What follows belongs to an exercise in optimizing a design on an open flow for a short achievable clock period and few clock cycles; a production flow would make more cautious choices.
In this exercise RTL edits were held to simulation tests only and were not proved equivalent to the original.

==> run a <==
==> flow/design.v (excerpt) <==
module arm_core (
    input  logic                    clk,
    input  logic                    i_arst_n,
    input  logic                    i_en,
    output logic                    o_rom_en,
    output logic [32-1:0]    o_rom_addr,
    input  logic [32-1:0]    i_rom_data,
    output logic                    o_ram_en,
    output logic                    o_ram_wr,
    output logic [32-1:0]    o_ram_addr,
    input  logic [32-1:0]    i_ram_rdata,
    output logic [32-1:0]    o_ram_wdata
);
clock: 7.5 ns
lec_check: 0
abc_area: 1
cap_margin: 20
core_margin: 2
core_utilization: 40
setup_slack_margin: 4.5
slew_margin: 20
run.sh (not shown) runs the stock make flow with config.mk's settings and CLKGATE_MAP_FILE= SYNTH_SCRIPT=/design/flow/synth_recipe.tcl, a recipe that flattens the netlist after the stock synthesis.
==> inputs of run b, as changes to run a <==
--- a/flow/design.v
+++ b/flow/design.v
@@ -90,50 +90,43 @@
     input  logic [29:0]         i_fupc,
     input  logic                i_ftaken
 );
     logic [N-1:0]   vld;
     logic [N-1:0]   tkn;
     logic [29:0]    tag [N];
     logic [29:0]    tagm1 [N];   
+    logic [29:0]    tagm2 [N];   
+    logic [29:0]    tagm3 [N];   
     logic [29:0]    tgt [N];
     logic [3:0]     cnd [N];
     logic [PW-1:0]  ptr;
     logic [N-1:0]   uhit;
     logic [N-1:0]   fhit;
-    logic [29:0]    fa_p1;
-    logic [29:0]    fa_p2;
     logic           q_upd;
     logic [29:0]    q_upc;
     logic           q_utaken;
     logic [29:0]    q_utgt;
     logic [3:0]     q_ucond;
     logic           q_fupd;
     logic [29:0]    q_fupc;
     logic           q_ftaken;
     logic           alloc;
-    assign fa_p1 = i_fa + 30'd1;
-    assign fa_p2 = i_fa + 30'd2;
     for (genvar k = 0; k < N; k++) begin : g_cmp
         assign uhit[k]  = vld[k] && tag[k] == q_upc;
         assign fhit[k]  = vld[k] && tag[k] == q_fupc;
-        assign o_p1b[k] = vld[k] && tagm1[k] == fa_p1;
-        assign o_p2b[k] = vld[k] && tagm1[k] == fa_p2;
+        assign o_p1b[k] = vld[k] && tagm2[k] == i_fa;
+        assign o_p2b[k] = vld[k] && tagm3[k] == i_fa;
     end
     for (genvar k = 0; k < N; k++) begin : g_p1a
         assign o_p1a[k] = vld[k] && tagm1[k] == i_fa;
     end
     assign o_p2a = o_p1b;
     logic [N-1:0]   tt_a [N];
     logic [N-1:0]   tt_b [N];
-    for (genvar i = 0; i < N; i++) begin : g_tti
-        for (genvar j = 0; j < N; j++) begin : g_ttj
-            assign tt_a[i][j] = vld[j] && tag[j] == tgt[i];
-            assign tt_b[i][j] = vld[j] && tagm1[j] == tgt[i];
-        end
-    end
+    logic [29:0]    q_upcm1;
     always_comb begin
         o_tgt    = '0;
         o_taken  = 1'b0;
         o_tgt2   = '0;
         o_taken2 = 1'b0;
         o_cond2  = '0;
         o_ta     = '0;
@@ -150,15 +143,16 @@
             o_tb     = o_tb | ({N{i_m1[k]}} & tt_b[k]);
             o_t2a    = o_t2a | ({N{i_m2[k]}} & tt_a[k]);
             o_t2b    = o_t2b | ({N{i_m2[k]}} & tt_b[k]);
         end
     end
     assign o_hit  = |i_m1;
     assign o_hit2 = |i_m2;
-    assign alloc = q_upd && !(|uhit) && q_utaken;
+    assign alloc   = q_upd && !(|uhit) && q_utaken;
+    assign q_upcm1 = q_upc - 30'd1;
     always_comb begin
         o_wmask = '0;
         if (alloc) begin
             o_wmask[ptr] = 1'b1;
         end
     end
     always_ff @(posedge clk or negedge i_arst_n) begin
@@ -173,14 +167,18 @@
             q_ucond  <= '0;
             q_fupd   <= 1'b0;
             q_fupc   <= '0;
             q_ftaken <= 1'b0;
             for (int k = 0; k < N; k++) begin
                 tag[k]   <= '0;
                 tagm1[k] <= '0;
+                tagm2[k] <= '0;
+                tagm3[k] <= '0;
+                tt_a[k]  <= '0;
+                tt_b[k]  <= '0;
                 tgt[k]   <= '0;
                 cnd[k]   <= '0;
             end
         end else if (i_en) begin
             q_upd    <= i_upd;
             q_upc    <= i_upc;
             q_utaken <= i_utaken;
@@ -203,18 +201,36 @@
                             tkn[k] <= q_utaken;
                         end
                     end
                 end else if (q_utaken) begin
                     vld[ptr]   <= 1'b1;
                     tkn[ptr]   <= 1'b1;
                     tag[ptr]   <= q_upc;
-                    tagm1[ptr] <= q_upc - 30'd1;
+                    tagm1[ptr] <= q_upcm1;
+                    tagm2[ptr] <= q_upc - 30'd2;
+                    tagm3[ptr] <= q_upc - 30'd3;
                     tgt[ptr]   <= q_utgt;
+                    for (int i = 0; i < N; i++) begin
+                        if (i == ptr) begin
+                            for (int j = 0; j < N; j++) begin
+                                if (j == ptr) begin
+                                    tt_a[i][j] <= q_upc == q_utgt;
+                                    tt_b[i][j] <= q_upcm1 == q_utgt;
+                                end else begin
+                                    tt_a[i][j] <= vld[j] && tag[j] == q_utgt;
+                                    tt_b[i][j] <= vld[j] && tagm1[j] == q_utgt;
+                                end
+                            end
+                        end else begin
+                            tt_a[i][ptr] <= q_upc == tgt[i];
+                            tt_b[i][ptr] <= q_upcm1 == tgt[i];
+                        end
+                    end
                     cnd[ptr]   <= q_ucond;
-                    ptr        <= ptr + 1'b1;
+                    ptr        <= (ptr == N - 1) ? '0 : ptr + 1'b1;
                 end
             end
         end
     end
 endmodule
 `timescale 1ns/1ps
 module arm_regfile (
@@ -445,15 +461,15 @@
     logic [29:0]    fa_pred;
     logic [29:0]    fa_next;
     logic           bt2_hit;
     logic           bt2_taken;
     logic [29:0]    bt2_tgt;
     logic [3:0]     bt2_cond;
     logic           can_fold;
-    localparam int NB = 4;       
+    localparam int NB = 3;       
     localparam int NBW = 2;      
     logic [NB-1:0]  m1;
     logic [NB-1:0]  m2;
     logic [2*NB-1:0] m_next;
     logic           fi_v;
     logic [3:0]     fi_cond;
     logic           fi_dir;      
CORE_UTILIZATION = 33   (was 40)
PLACE_DENSITY = 0.45   (was not set)
==> notes.md <==
quantity	run b	run a
Total half-perimeter wirelength after legalization and detailed placement	489 mm	685 mm
Share of the yosys chip area belonging to registers	40.0%	35.8%
TritonCTS Buffers	220	200
Std cell rows	212	198
Total of warnings raised by yosys	339	337
Yosys top cell area share	40.0%	35.7%
Status	failed layout checks	stopped before the end
Last stage reached	-	5_1_grt
Layout check failures	max-capacitance violations, max-slew violations	-
Number of placed instances with taps included	19632	21129
Area of the mapped netlist	110000 sq um	117000 sq um
Chip height	582 um	545 um
Number of library cell types mapped by synthesis	78	75
Multiplexer area fraction after synthesis	0.0612%	0.0193%
Placement Cell Area	118000 sq um	125000 sq um
Flip-flop and latch count after synthesis	1764	1670
Starting density of the core	33.1%	40.2%
Post-placement setup slack	1430 ps	1330 ps
Final weighted congestion in routability-driven placement	1.04	1.24
Testbench counts of run a, summed over its fixed seeds: cycles 23,830.
Testbench counts of run b, summed over its fixed seeds: cycles 23,830.

* * *

==> 02-23: inputs <==
Another version of the RTL of arm_core (not shown whole).
==> flow/design.v (excerpt) <==
module arm_core (
    input  logic                    clk,
    input  logic                    i_arst_n,
    input  logic                    i_en,
    output logic                    o_rom_en,
    output logic [32-1:0]    o_rom_addr,
    input  logic [32-1:0]    i_rom_data,
    output logic                    o_ram_en,
    output logic                    o_ram_wr,
    output logic [32-1:0]    o_ram_addr,
    input  logic [32-1:0]    i_ram_rdata,
    output logic [32-1:0]    o_ram_wdata
);
    logic [29:0]    fa;
    logic [29:0]    fa_inc;
    logic [29:0]    fa_inc2;
    logic           bt_hit;
    logic           bt_taken;
    logic [29:0]    bt_tgt;
    logic [29:0]    fa_pred;
    logic [29:0]    fa_next;
    logic           bt2_hit;
    logic           bt2_taken;
    logic [29:0]    bt2_tgt;
    logic [3:0]     bt2_cond;
    logic           can_fold;
    localparam int NB = 3;       
    localparam int NBW = 2;      
    logic [NB-1:0]  m1;
    logic [NB-1:0]  m2;
    logic [2*NB-1:0] m_next;
    logic           fi_v;
    logic [3:0]     fi_cond;
    logic           fi_dir;      
    logic [29:0]    fi_alt;      
    logic [29:0]    fi_bpc;      
    logic           bv;
    logic [29:0]    ba1;
    logic [29:0]    ba2;
    logic           bh;
    logic           bp;
    logic [29:0]    ba;
    logic           bf_v;
    logic [3:0]     bf_cond;
    logic           bf_dir;
    logic [29:0]    bf_alt;
    logic [29:0]    bf_bpc;
    logic           ev;
    logic [1:0]     escnt;
    logic [29:0]    ep;
    logic [29:0]    ep1;
    logic [29:0]    etgt;
    logic           e_rdd;
    logic           e_nt;
    logic           e_ns;
    logic [29:0]    enpc;
    logic [7:0]     ect;         
    logic           ecinv;       
    logic [3:0]     econd;
    logic           e_fv;        
    logic [7:0]     e_fct;
    logic           e_fcinv;
    logic           e_fdir;
    logic [29:0]    e_falt;
    logic [29:0]    e_fbpc;
    logic           e_fonly;     
    logic           e_dz;        
    logic           e_ld;
    logic           e_st;
    logic           e_br;
    logic           e_we;
    logic [3:0]     e_rd;
    logic           e_setf;
    logic           e_arith;
    logic           e_inva;
    logic           e_invb;
    logic           e_cin;
    logic [3:0]     e_lsel;
  ...
==> module arm_fetch, before the edit <==
module arm_fetch #(
    parameter int N  = 4,    
    parameter int PW = 2     
) (
    input  logic                clk,
    input  logic                i_arst_n,
    input  logic                i_en,
    input  logic [29:0]         i_fa,
    input  logic [N-1:0]        i_m1,
    input  logic [N-1:0]        i_m2,
    output logic                o_hit,
    output logic                o_taken,
    output logic [29:0]         o_tgt,
    output logic                o_hit2,
    output logic                o_taken2,
    output logic [29:0]         o_tgt2,
    output logic [3:0]          o_cond2,
    output logic [N-1:0]        o_p1a,       
    output logic [N-1:0]        o_p1b,
    output logic [N-1:0]        o_p2a,       
    output logic [N-1:0]        o_p2b,
    output logic [N-1:0]        o_ta,        
    output logic [N-1:0]        o_tb,
    output logic [N-1:0]        o_t2a,       
    output logic [N-1:0]        o_t2b,
    output logic [N-1:0]        o_wmask,     
    input  logic                i_upd,
    input  logic [29:0]         i_upc,
    input  logic                i_utaken,
    input  logic [29:0]         i_utgt,
    input  logic [3:0]          i_ucond,
    input  logic                i_fupd,
    input  logic [29:0]         i_fupc,
    input  logic                i_ftaken
);
    logic [N-1:0]   vld;
    logic [N-1:0]   tkn;
    logic [29:0]    tag [N];
    logic [29:0]    tagm1 [N];   
    logic [29:0]    tgt [N];
    logic [3:0]     cnd [N];
    logic [PW-1:0]  ptr;
    logic [N-1:0]   uhit;
    logic [N-1:0]   fhit;
    logic [29:0]    fa_p1;
    logic [29:0]    fa_p2;
    logic           q_upd;
    logic [29:0]    q_upc;
    logic           q_utaken;
    logic [29:0]    q_utgt;
    logic [3:0]     q_ucond;
    logic           q_fupd;
    logic [29:0]    q_fupc;
    logic           q_ftaken;
    logic           alloc;
    assign fa_p1 = i_fa + 30'd1;
    assign fa_p2 = i_fa + 30'd2;
    for (genvar k = 0; k < N; k++) begin : g_cmp
        assign uhit[k]  = vld[k] && tag[k] == q_upc;
        assign fhit[k]  = vld[k] && tag[k] == q_fupc;
        assign o_p1b[k] = vld[k] && tagm1[k] == fa_p1;
        assign o_p2b[k] = vld[k] && tagm1[k] == fa_p2;
    end
    for (genvar k = 0; k < N; k++) begin : g_p1a
        assign o_p1a[k] = vld[k] && tagm1[k] == i_fa;
    end
    assign o_p2a = o_p1b;
    logic [N-1:0]   tt_a [N];
    logic [N-1:0]   tt_b [N];
    for (genvar i = 0; i < N; i++) begin : g_tti
        for (genvar j = 0; j < N; j++) begin : g_ttj
            assign tt_a[i][j] = vld[j] && tag[j] == tgt[i];
            assign tt_b[i][j] = vld[j] && tagm1[j] == tgt[i];
        end
    end
    always_comb begin
        o_tgt    = '0;
        o_taken  = 1'b0;
        o_tgt2   = '0;
        o_taken2 = 1'b0;
        o_cond2  = '0;
        o_ta     = '0;
        o_tb     = '0;
        o_t2a    = '0;
        o_t2b    = '0;
        for (int k = 0; k < N; k++) begin
            o_tgt    = o_tgt | ({30{i_m1[k]}} & tgt[k]);
            o_taken  = o_taken | (i_m1[k] & tkn[k]);
            o_tgt2   = o_tgt2 | ({30{i_m2[k]}} & tgt[k]);
            o_taken2 = o_taken2 | (i_m2[k] & tkn[k]);
            o_cond2  = o_cond2 | ({4{i_m2[k]}} & cnd[k]);
            o_ta     = o_ta | ({N{i_m1[k]}} & tt_a[k]);
            o_tb     = o_tb | ({N{i_m1[k]}} & tt_b[k]);
            o_t2a    = o_t2a | ({N{i_m2[k]}} & tt_a[k]);
            o_t2b    = o_t2b | ({N{i_m2[k]}} & tt_b[k]);
        end
    end
    assign o_hit  = |i_m1;
    assign o_hit2 = |i_m2;
    assign alloc = q_upd && !(|uhit) && q_utaken;
    always_comb begin
        o_wmask = '0;
        if (alloc) begin
            o_wmask[ptr] = 1'b1;
        end
    end
    always_ff @(posedge clk or negedge i_arst_n) begin
        if (!i_arst_n) begin
            vld <= '0;
            tkn <= '0;
            ptr <= '0;
            q_upd    <= 1'b0;
            q_upc    <= '0;
            q_utaken <= 1'b0;
            q_utgt   <= '0;
            q_ucond  <= '0;
            q_fupd   <= 1'b0;
            q_fupc   <= '0;
            q_ftaken <= 1'b0;
            for (int k = 0; k < N; k++) begin
                tag[k]   <= '0;
                tagm1[k] <= '0;
                tgt[k]   <= '0;
                cnd[k]   <= '0;
            end
        end else if (i_en) begin
            q_upd    <= i_upd;
            q_upc    <= i_upc;
            q_utaken <= i_utaken;
            q_utgt   <= i_utgt;
            q_ucond  <= i_ucond;
            q_fupd   <= i_fupd;
            q_fupc   <= i_fupc;
            q_ftaken <= i_ftaken;
            if (q_fupd) begin
                for (int k = 0; k < N; k++) begin
                    if (fhit[k]) begin
                        tkn[k] <= q_ftaken;
                    end
                end
            end
            if (q_upd) begin
                if (|uhit) begin
                    for (int k = 0; k < N; k++) begin
                        if (uhit[k]) begin
                            tkn[k] <= q_utaken;
                        end
                    end
                end else if (q_utaken) begin
                    vld[ptr]   <= 1'b1;
                    tkn[ptr]   <= 1'b1;
                    tag[ptr]   <= q_upc;
                    tagm1[ptr] <= q_upc - 30'd1;
                    tgt[ptr]   <= q_utgt;
                    cnd[ptr]   <= q_ucond;
                    ptr        <= (ptr == N - 1) ? '0 : ptr + 1'b1;
                end
            end
        end
    end
endmodule
clock: 7.5 ns
lec_check: 0
abc_area: 1
cap_margin: 20
core_margin: 2
core_utilization: 33
setup_slack_margin: 4.5
slew_margin: 20
==> inputs of 12-09, as changes to 02-23 <==
--- a/flow/design.v
+++ b/flow/design.v
@@ -94,13 +94,13 @@
     logic [N-1:0]   tkn;
     logic [29:0]    tag [N];
     logic [29:0]    tagm1 [N];   
+    logic [29:0]    tagm2 [N];   
+    logic [29:0]    tagm3 [N];   
     logic [29:0]    tgt [N];
     logic [3:0]     cnd [N];
     logic [PW-1:0]  ptr;
     logic [N-1:0]   uhit;
     logic [N-1:0]   fhit;
-    logic [29:0]    fa_p1;
-    logic [29:0]    fa_p2;
     logic           q_upd;
     logic [29:0]    q_upc;
     logic           q_utaken;
@@ -110,13 +110,11 @@
     logic [29:0]    q_fupc;
     logic           q_ftaken;
     logic           alloc;
-    assign fa_p1 = i_fa + 30'd1;
-    assign fa_p2 = i_fa + 30'd2;
     for (genvar k = 0; k < N; k++) begin : g_cmp
         assign uhit[k]  = vld[k] && tag[k] == q_upc;
         assign fhit[k]  = vld[k] && tag[k] == q_fupc;
-        assign o_p1b[k] = vld[k] && tagm1[k] == fa_p1;
-        assign o_p2b[k] = vld[k] && tagm1[k] == fa_p2;
+        assign o_p1b[k] = vld[k] && tagm2[k] == i_fa;
+        assign o_p2b[k] = vld[k] && tagm3[k] == i_fa;
     end
     for (genvar k = 0; k < N; k++) begin : g_p1a
         assign o_p1a[k] = vld[k] && tagm1[k] == i_fa;
@@ -124,12 +122,7 @@
     assign o_p2a = o_p1b;
     logic [N-1:0]   tt_a [N];
     logic [N-1:0]   tt_b [N];
-    for (genvar i = 0; i < N; i++) begin : g_tti
-        for (genvar j = 0; j < N; j++) begin : g_ttj
-            assign tt_a[i][j] = vld[j] && tag[j] == tgt[i];
-            assign tt_b[i][j] = vld[j] && tagm1[j] == tgt[i];
-        end
-    end
+    logic [29:0]    q_upcm1;
     always_comb begin
         o_tgt    = '0;
         o_taken  = 1'b0;
@@ -154,7 +147,8 @@
     end
     assign o_hit  = |i_m1;
     assign o_hit2 = |i_m2;
-    assign alloc = q_upd && !(|uhit) && q_utaken;
+    assign alloc   = q_upd && !(|uhit) && q_utaken;
+    assign q_upcm1 = q_upc - 30'd1;
     always_comb begin
         o_wmask = '0;
         if (alloc) begin
@@ -177,6 +171,10 @@
             for (int k = 0; k < N; k++) begin
                 tag[k]   <= '0;
                 tagm1[k] <= '0;
+                tagm2[k] <= '0;
+                tagm3[k] <= '0;
+                tt_a[k]  <= '0;
+                tt_b[k]  <= '0;
                 tgt[k]   <= '0;
                 cnd[k]   <= '0;
             end
@@ -207,8 +205,26 @@
                     vld[ptr]   <= 1'b1;
                     tkn[ptr]   <= 1'b1;
                     tag[ptr]   <= q_upc;
-                    tagm1[ptr] <= q_upc - 30'd1;
+                    tagm1[ptr] <= q_upcm1;
+                    tagm2[ptr] <= q_upc - 30'd2;
+                    tagm3[ptr] <= q_upc - 30'd3;
                     tgt[ptr]   <= q_utgt;
+                    for (int i = 0; i < N; i++) begin
+                        if (i == ptr) begin
+                            for (int j = 0; j < N; j++) begin
+                                if (j == ptr) begin
+                                    tt_a[i][j] <= q_upc == q_utgt;
+                                    tt_b[i][j] <= q_upcm1 == q_utgt;
+                                end else begin
+                                    tt_a[i][j] <= vld[j] && tag[j] == q_utgt;
+                                    tt_b[i][j] <= vld[j] && tagm1[j] == q_utgt;
+                                end
+                            end
+                        end else begin
+                            tt_a[i][ptr] <= q_upc == tgt[i];
+                            tt_b[i][ptr] <= q_upcm1 == tgt[i];
+                        end
+                    end
                     cnd[ptr]   <= q_ucond;
                     ptr        <= (ptr == N - 1) ? '0 : ptr + 1'b1;
                 end
- CORE_UTILIZATION: 33 -> 30
==> inputs of 10-01, as changes to 02-23 <==
--- a/flow/design.v
+++ b/flow/design.v
@@ -94,13 +94,13 @@
     logic [N-1:0]   tkn;
     logic [29:0]    tag [N];
     logic [29:0]    tagm1 [N];   
+    logic [29:0]    tagm2 [N];   
+    logic [29:0]    tagm3 [N];   
     logic [29:0]    tgt [N];
     logic [3:0]     cnd [N];
     logic [PW-1:0]  ptr;
     logic [N-1:0]   uhit;
     logic [N-1:0]   fhit;
-    logic [29:0]    fa_p1;
-    logic [29:0]    fa_p2;
     logic           q_upd;
     logic [29:0]    q_upc;
     logic           q_utaken;
@@ -110,13 +110,11 @@
     logic [29:0]    q_fupc;
     logic           q_ftaken;
     logic           alloc;
-    assign fa_p1 = i_fa + 30'd1;
-    assign fa_p2 = i_fa + 30'd2;
     for (genvar k = 0; k < N; k++) begin : g_cmp
         assign uhit[k]  = vld[k] && tag[k] == q_upc;
         assign fhit[k]  = vld[k] && tag[k] == q_fupc;
-        assign o_p1b[k] = vld[k] && tagm1[k] == fa_p1;
-        assign o_p2b[k] = vld[k] && tagm1[k] == fa_p2;
+        assign o_p1b[k] = vld[k] && tagm2[k] == i_fa;
+        assign o_p2b[k] = vld[k] && tagm3[k] == i_fa;
     end
     for (genvar k = 0; k < N; k++) begin : g_p1a
         assign o_p1a[k] = vld[k] && tagm1[k] == i_fa;
@@ -124,12 +122,7 @@
     assign o_p2a = o_p1b;
     logic [N-1:0]   tt_a [N];
     logic [N-1:0]   tt_b [N];
-    for (genvar i = 0; i < N; i++) begin : g_tti
-        for (genvar j = 0; j < N; j++) begin : g_ttj
-            assign tt_a[i][j] = vld[j] && tag[j] == tgt[i];
-            assign tt_b[i][j] = vld[j] && tagm1[j] == tgt[i];
-        end
-    end
+    logic [29:0]    q_upcm1;
     always_comb begin
         o_tgt    = '0;
         o_taken  = 1'b0;
@@ -154,7 +147,8 @@
     end
     assign o_hit  = |i_m1;
     assign o_hit2 = |i_m2;
-    assign alloc = q_upd && !(|uhit) && q_utaken;
+    assign alloc   = q_upd && !(|uhit) && q_utaken;
+    assign q_upcm1 = q_upc - 30'd1;
     always_comb begin
         o_wmask = '0;
         if (alloc) begin
@@ -177,6 +171,10 @@
             for (int k = 0; k < N; k++) begin
                 tag[k]   <= '0;
                 tagm1[k] <= '0;
+                tagm2[k] <= '0;
+                tagm3[k] <= '0;
+                tt_a[k]  <= '0;
+                tt_b[k]  <= '0;
                 tgt[k]   <= '0;
                 cnd[k]   <= '0;
             end
@@ -207,8 +205,26 @@
                     vld[ptr]   <= 1'b1;
                     tkn[ptr]   <= 1'b1;
                     tag[ptr]   <= q_upc;
-                    tagm1[ptr] <= q_upc - 30'd1;
+                    tagm1[ptr] <= q_upcm1;
+                    tagm2[ptr] <= q_upc - 30'd2;
+                    tagm3[ptr] <= q_upc - 30'd3;
                     tgt[ptr]   <= q_utgt;
+                    for (int i = 0; i < N; i++) begin
+                        if (i == ptr) begin
+                            for (int j = 0; j < N; j++) begin
+                                if (j == ptr) begin
+                                    tt_a[i][j] <= q_upc == q_utgt;
+                                    tt_b[i][j] <= q_upcm1 == q_utgt;
+                                end else begin
+                                    tt_a[i][j] <= vld[j] && tag[j] == q_utgt;
+                                    tt_b[i][j] <= vld[j] && tagm1[j] == q_utgt;
+                                end
+                            end
+                        end else begin
+                            tt_a[i][ptr] <= q_upc == tgt[i];
+                            tt_b[i][ptr] <= q_upcm1 == tgt[i];
+                        end
+                    end
                     cnd[ptr]   <= q_ucond;
                     ptr        <= (ptr == N - 1) ? '0 : ptr + 1'b1;
                 end
==> impl_metrics.env <==
export IMPL_path_clk_slew_ns=0.07
export IMPL_cts_buffers_inserted=210
export IMPL_status="finished clean"
export IMPL_powerComb_uw=32500
export IMPL_seq_cells=1764
export IMPL_synthesis_area_um2=110400
export IMPL_hold_ws_ns=0.3371
(the above is from 10-01)
==> impl_metrics.env <==
export IMPL_cts_buffers_inserted=195
export IMPL_synthesis_area_um2=104000
export IMPL_path_clk_slew_ns=0.06
export IMPL_status="finished clean"
(the above is from 02-23)
==> impl_metrics.env <==
export IMPL_postPlaceCellArea_um2=118200
export IMPL_cpMostUsedCell="nand2_1"
export IMPL_dominant_cell_class="multi-input gates"
export IMPL_cts_buffers_inserted=205
export IMPL_synthesis_area_um2=110400
export IMPL_path_clk_slew_ns=0.06
export IMPL_max_slew_margin_pct=4.358
export IMPL_seq_cells=1764
export IMPL_status="finished clean"
(the above is from 12-09)
Testbench counts of 02-23, summed over its fixed seeds: cycles 23,830.
Testbench counts of 12-09, summed over its fixed seeds: cycles 23,830.
Testbench counts of 10-01, summed over its fixed seeds: cycles 23,830.

## re-timing with driven ports
Ports are ideal in the flow. The routed layouts listed here were re-timed in OpenROAD.
Step 1: set_driving_cell puts a clkbuf_16 on clk and a buf_2 on each other input, an assumption about the parent block.
Step 2 times the ports against the registers' clock, not the clock port: input delays grow and output delays shrink by t, the midpoint of the rising clock arrivals with the driver on.
Three values: ideal ports, drivers, drivers and shift; two values: the first two.
| run | t, ns | slack for setup (ns) | latest minus earliest clock arrival (ns) |
|---|---|---|---|
| run b | 1.074 | 4.066 / 3.983 / 3.064 | 0.098 / 0.098 |
| 02-23 | 1.058 | 3.905 / 3.905 / 3.074 | 0.087 / 0.088 |
| 12-09 | 1.059 | 3.698 / 3.589 / 2.529 | 0.145 / 0.145 |
| 10-01 | 1.080 | 3.976 / 3.972 / 3.059 | 0.162 / 0.162 |
The setup slack of 12-09, which loses most, moves by -0.109 ns with the drivers and by -1.169 ns with both steps.
